Source: an optimization exercise on an open RTL-to-GDS flow (aim: small area, a short achievable clock period and few clock cycles per item). Production flows keep margins and buffers that such runs may drop.
The RTL was checked by simulation tests, not by an equivalence proof against the original design.
Power figures rest on the tool's default switching activity, not on a simulated workload.

Design fc_layer_top, start of the top module:
module fc_layer_top #(
    parameter int ICH_B       = 4,
    parameter int OCH_B       = 2,
    parameter int OCH_T       = 4,
    parameter int SCALE_SHIFT = 8,
    parameter int RELU        = 1
) (
    input  logic                      clk,
    input  logic                      areset,
    input  logic                      i_run,
    output logic                      o_idle,
    output logic                      o_run,
    output logic                      o_done,
    output logic                      o_en_err,
    output fc_ctrl_pkg::in_addr_t     o_in_addr,
    output logic                      o_in_ce,
    input  fc_data_pkg::act_t         i_in_q,
    output fc_ctrl_pkg::w_addr_t      o_w_addr,
    output logic                      o_w_ce,
    input  fc_data_pkg::weight_word_t i_w_q,
    output fc_ctrl_pkg::och_idx_t     o_b_addr,
    output logic                      o_b_ce,
    input  fc_data_pkg::bias_t        i_b_q,
    output fc_ctrl_pkg::och_idx_t     o_out_addr,
    output logic                      o_out_ce,
    output fc_data_pkg::act_t         o_out_d
);
  ...
Size: about 250 flip-flops, roughly 110 I/O pins, roughly 13,000 um2 of cells after synthesis.
Settings: LEC_CHECK=0, CAP_MARGIN=20, CORE_MARGIN=2, CORE_UTILIZATION=60, CTS_CLUSTER_DIAMETER=100, CTS_CLUSTER_SIZE=30, PLACE_DENSITY=0.7, SLEW_MARGIN=20, SYNTH_HIERARCHICAL=1, SYNTH_MINIMUM_KEEP_SIZE=0; clock period 13.0 ns.
standard.sh (not shown) runs the stock make flow with config.mk's settings and CLKGATE_MAP_FILE= SYNTH_SCRIPT=/design/flow/synth_recipe.tcl, a recipe that flattens the netlist after the stock synthesis.
==> flow/flow/run.sh <==
#!/bin/bash
# The standard layout (standard synthesis included, unchanged), with the
# port buffers made from buf_4 cells instead of the resizer's default choice
# (clkdlybuf4s50_1, a delay cell), timing repair aiming at 9.40 ns of setup
# slack, and clock tree synthesis with larger sink clusters and no dummy
# loads. All tool output goes to standard.log here; ORFS also keeps its
# per-step logs under orfs/logs.
export BUFFER_PORTS_ARGS="-buffer_cell sky130_fd_sc_hd__buf_4"
export SETUP_SLACK_MARGIN=9.40
export CTS_ARGS="-sink_clustering_enable -repair_clock_nets -sink_clustering_size 30 -sink_clustering_max_diameter 100 -dont_use_dummy_load"
bash standard.sh > standard.log 2>&1
Testbench counts at the start, summed over its fixed seeds: cycles 20,480, runs 512.
Rerun with:
==> flow/flow/run.sh (replaced) <==
#!/bin/bash
# The standard layout (standard synthesis included, unchanged) with:
#  - port buffers made from buf_4 cells instead of the resizer's default
#    choice (clkdlybuf4s50_1, a delay cell); after global placement the input
#    port buffers are set to buf_1 (flow/post_gpl.tcl), as inputs have slack,
#  - timing repair aiming at 9.4 ns of setup slack,
#  - clock tree synthesis without dummy loads.
# All tool output goes to standard.log here; ORFS also keeps its per-step
# logs under orfs/logs.
export BUFFER_PORTS_ARGS="-buffer_cell sky130_fd_sc_hd__buf_4"
export POST_GLOBAL_PLACE_TCL="$PWD/flow/post_gpl.tcl"
export SETUP_SLACK_MARGIN=9.40
export CTS_ARGS="-sink_clustering_enable -repair_clock_nets -sink_clustering_size 30 -sink_clustering_max_diameter 100 -dont_use_dummy_load"
bash standard.sh > standard.log 2>&1
==> flow/flow/post_gpl.tcl (new file) <==
# Port input buffers: the smallest buffer (inputs arrive early enough).
set n 0
foreach inst [[ord::get_db_block] getInsts] {
  if {[string match "input*" [$inst getName]] && [[$inst getMaster] getName] eq "sky130_fd_sc_hd__buf_4"} {
    replace_cell [$inst getName] sky130_fd_sc_hd__buf_1
    incr n
  }
}
puts "post_gpl: $n input buffers set to buf_1"
Result:
- The new run completed with no timing, DRC or antenna violations
- first-iteration DRC count came out lower by a few percent
- maximum frequency barely changes
- clock-buffer cell count stays the same
- final area shrinks slightly
- sequential share of layout area grows by 0.57 points
Rerun with:
==> flow/flow/run.sh (replaced) <==
#!/bin/bash
# The standard layout (standard synthesis included, unchanged), with the
# port buffers made from buf_4 cells instead of the resizer's default choice
# (clkdlybuf4s50_1, a delay cell), timing repair aiming at 9.35 ns of setup
# slack, and clock tree synthesis with larger sink clusters and no dummy
# loads. All tool output goes to standard.log here; ORFS also keeps its
# per-step logs under orfs/logs.
export BUFFER_PORTS_ARGS="-buffer_cell sky130_fd_sc_hd__buf_4"
export SETUP_SLACK_MARGIN=9.35
export CTS_ARGS="-sink_clustering_enable -repair_clock_nets -sink_clustering_size 30 -sink_clustering_max_diameter 100 -dont_use_dummy_load"
bash standard.sh > standard.log 2>&1
removed: flow/flow/post_gpl.tcl
What happened: The changed run finished with timing, DRC and antenna clean; synthesized cell count does not change; die area stays the same; routed wire length increases by 0.66%; area after synthesis does not change.
Rerun with:
--- a/flow/flow/run.sh
+++ b/flow/flow/run.sh
@@ -3,3 +3,3 @@
 # port buffers made from buf_4 cells instead of the resizer's default choice
-# (clkdlybuf4s50_1, a delay cell), timing repair aiming at 9.35 ns of setup
+# (clkdlybuf4s50_1, a delay cell), timing repair aiming at 9.7 ns of setup
 # slack, and clock tree synthesis with larger sink clusters and no dummy
@@ -8,3 +8,3 @@
 export BUFFER_PORTS_ARGS="-buffer_cell sky130_fd_sc_hd__buf_4"
-export SETUP_SLACK_MARGIN=9.35
+export SETUP_SLACK_MARGIN=9.7
 export CTS_ARGS="-sink_clustering_enable -repair_clock_nets -sink_clustering_size 30 -sink_clustering_max_diameter 100 -dont_use_dummy_load"
Outcome: Design area grows by 5.9%. Worst setup slack gets better by 0.014 ns. Critical path depth is unchanged. Final cell count grows by about 3.3%. Clock skew is about the same.
Rerun with:
--- a/flow/flow/run.sh
+++ b/flow/flow/run.sh
@@ -3,3 +3,3 @@
 # port buffers made from buf_4 cells instead of the resizer's default choice
-# (clkdlybuf4s50_1, a delay cell), timing repair aiming at 9.7 ns of setup
+# (clkdlybuf4s50_1, a delay cell), timing repair aiming at 9.30 ns of setup
 # slack, and clock tree synthesis with larger sink clusters and no dummy
@@ -8,3 +8,3 @@
 export BUFFER_PORTS_ARGS="-buffer_cell sky130_fd_sc_hd__buf_4"
-export SETUP_SLACK_MARGIN=9.7
+export SETUP_SLACK_MARGIN=9.30
 export CTS_ARGS="-sink_clustering_enable -repair_clock_nets -sink_clustering_size 30 -sink_clustering_max_diameter 100 -dont_use_dummy_load"
Result: The new run produced a clean layout. Combinational power fell by about 8%. Clock skew is about the same. Cell count is lower by 3.2%. Routed wire length went down by 5.3%. Sequential power is about the same. Count of clock-buffer cells in the layout is unchanged. Global-route usage drops by 1.3 points. Setup slack got worse by 0.015 ns. Critical path depth is unchanged. Die area stays the same. Power went down by 4.8%.
Rerun with:
==> flow/flow/run.sh (replaced) <==
#!/bin/bash
# The standard layout (standard synthesis included, unchanged) with:
#  - port buffers made from buf_4 cells instead of the resizer's default
#    choice (clkdlybuf4s50_1, a delay cell); after global placement the input
#    port buffers are set to buf_1 (flow/post_gpl.tcl), as inputs have slack,
#  - timing repair aiming at 9.4 ns of setup slack,
#  - clock tree synthesis without dummy loads.
# All tool output goes to standard.log here; ORFS also keeps its per-step
# logs under orfs/logs.
export BUFFER_PORTS_ARGS="-buffer_cell sky130_fd_sc_hd__buf_4"
export POST_GLOBAL_PLACE_TCL="$PWD/flow/post_gpl.tcl"
export SETUP_SLACK_MARGIN=9.40
export CTS_ARGS="-sink_clustering_enable -repair_clock_nets -sink_clustering_size 30 -sink_clustering_max_diameter 100 -dont_use_dummy_load"
bash standard.sh > standard.log 2>&1
==> flow/flow/post_gpl.tcl (new file) <==
# Port input buffers: the smallest buffer (inputs arrive early enough).
set n 0
foreach inst [[ord::get_db_block] getInsts] {
  if {[string match "input*" [$inst getName]] && [[$inst getMaster] getName] eq "sky130_fd_sc_hd__buf_4"} {
    replace_cell [$inst getName] sky130_fd_sc_hd__buf_1
    incr n
  }
}
puts "post_gpl: $n input buffers set to buf_1"
Settings changed: ABC_AREA from default to 1.
=> Flip-flop and latch count does not change; power decreases slightly; via count came out higher by a few percent; worst setup slack gains 0.028 ns; core utilization falls by 0.14 points; critical path depth does not change.

========
Another version of the RTL of fc_layer_top (not shown whole).
Size in the first run: about 1,100 cells after synthesis, roughly 110 I/O pins, roughly 13,000 um2 of cells after synthesis.
==> flow/config.mk <==
export PLATFORM = sky130hd
export DESIGN_NAME = fc_layer_top
export DESIGN_NICKNAME = fc_layer_top
export VERILOG_FILES = /design/flow/design.v
export SDC_FILE = /design/flow/constraint.sdc
export NUM_CORES = 4
export LEC_CHECK = 0
export CAP_MARGIN = 20
export CORE_MARGIN = 2
export CORE_UTILIZATION = 60
export CTS_CLUSTER_DIAMETER = 100
export CTS_CLUSTER_SIZE = 30
export PLACE_DENSITY = 0.7
export SLEW_MARGIN = 20
export SYNTH_HIERARCHICAL = 1
export SYNTH_MINIMUM_KEEP_SIZE = 0
==> flow/constraint.sdc <==
create_clock -name core_clock -period 13.0 [get_ports {clk}]
set_input_delay 2.6000 -clock core_clock [delete_from_list [all_inputs] [get_ports {clk}]]
set_output_delay 2.6000 -clock core_clock [all_outputs]
set_load 0.01 [all_outputs]
==> flow/flow/run.sh <==
#!/bin/bash
# The standard layout (standard synthesis included, unchanged), with the
# port buffers made from buf_4 cells instead of the resizer's default choice
# (clkdlybuf4s50_1, a delay cell), and timing repair aiming at 9.5 ns of
# setup slack. All tool output goes to standard.log here; ORFS also keeps its
# per-step logs under orfs/logs.
export BUFFER_PORTS_ARGS="-buffer_cell sky130_fd_sc_hd__buf_4"
export SETUP_SLACK_MARGIN=9.5
bash standard.sh > standard.log 2>&1
Testbench counts at the start, summed over its fixed seeds: cycles 20,480, runs 512.
Edit:
==> flow/flow/run.sh (replaced) <==
#!/bin/bash
# The standard layout (standard synthesis included, unchanged), with the
# port buffers made from buf_4 cells instead of the resizer's default choice
# (clkdlybuf4s50_1, a delay cell), timing repair aiming at 9.5 ns of setup
# slack, and clock tree synthesis with larger sink clusters and no dummy
# loads. All tool output goes to standard.log here; ORFS also keeps its
# per-step logs under orfs/logs.
export BUFFER_PORTS_ARGS="-buffer_cell sky130_fd_sc_hd__buf_4"
export SETUP_SLACK_MARGIN=9.5
export CTS_ARGS="-sink_clustering_enable -repair_clock_nets -sink_clustering_size 30 -sink_clustering_max_diameter 100 -dont_use_dummy_load"
bash standard.sh > standard.log 2>&1
- The changed run ran to the end with no violations
- setup slack got worse by 0.0030 ns
- flip-flop and latch count stays the same
- clock skew rose by 0.017 ns

-- port drivers added, routing unchanged --
In the flow no input, the clock included, has a driving cell. The finished layouts below were timed again as built, in two steps. Step 1 assumes that a clkbuf_16 drives the clock port and a buf_2 every other input. Step 2 times the ports against the registers' clock, not the clock port: input delays grow and output delays shrink by t, the midpoint of the rising clock arrivals with the driver on. a / b / c = ideal ports / drivers / drivers and shift; a / b = the first two.
run	shift t [ns]	slack for setup (ns)	worst setup path at the end	slew at the worst register clock pin (ns)
the first run of note 1	0.520	9.434 / 9.390 / 9.454	input to register	0.10 / 0.10
the second run of note 1	0.506	9.442 / 9.396 / 9.395	input to register	0.11 / 0.11
the third run of note 1	0.519	9.416 / 9.372 / 9.454	input to register	0.11 / 0.11
the fourth run of note 1	0.528	9.430 / 9.384 / 9.510	input to register	0.11 / 0.11
the fifth run of note 1	0.520	9.415 / 9.371 / 9.453	input to register	0.11 / 0.11
the sixth run of note 1	0.514	9.443 / 9.396 / 9.483	register to register	0.11 / 0.11
the first run of note 2	0.526	9.430 / 9.386 / 9.504	input to register	0.11 / 0.11
the second run of note 2	0.523	9.427 / 9.382 / 9.508	register to register	0.11 / 0.11
After both steps every run listed still meets setup and hold. For the second run of note 1, which loses most, drivers alone change the setup slack by -0.046 ns; drivers and shift together by -0.047 ns.
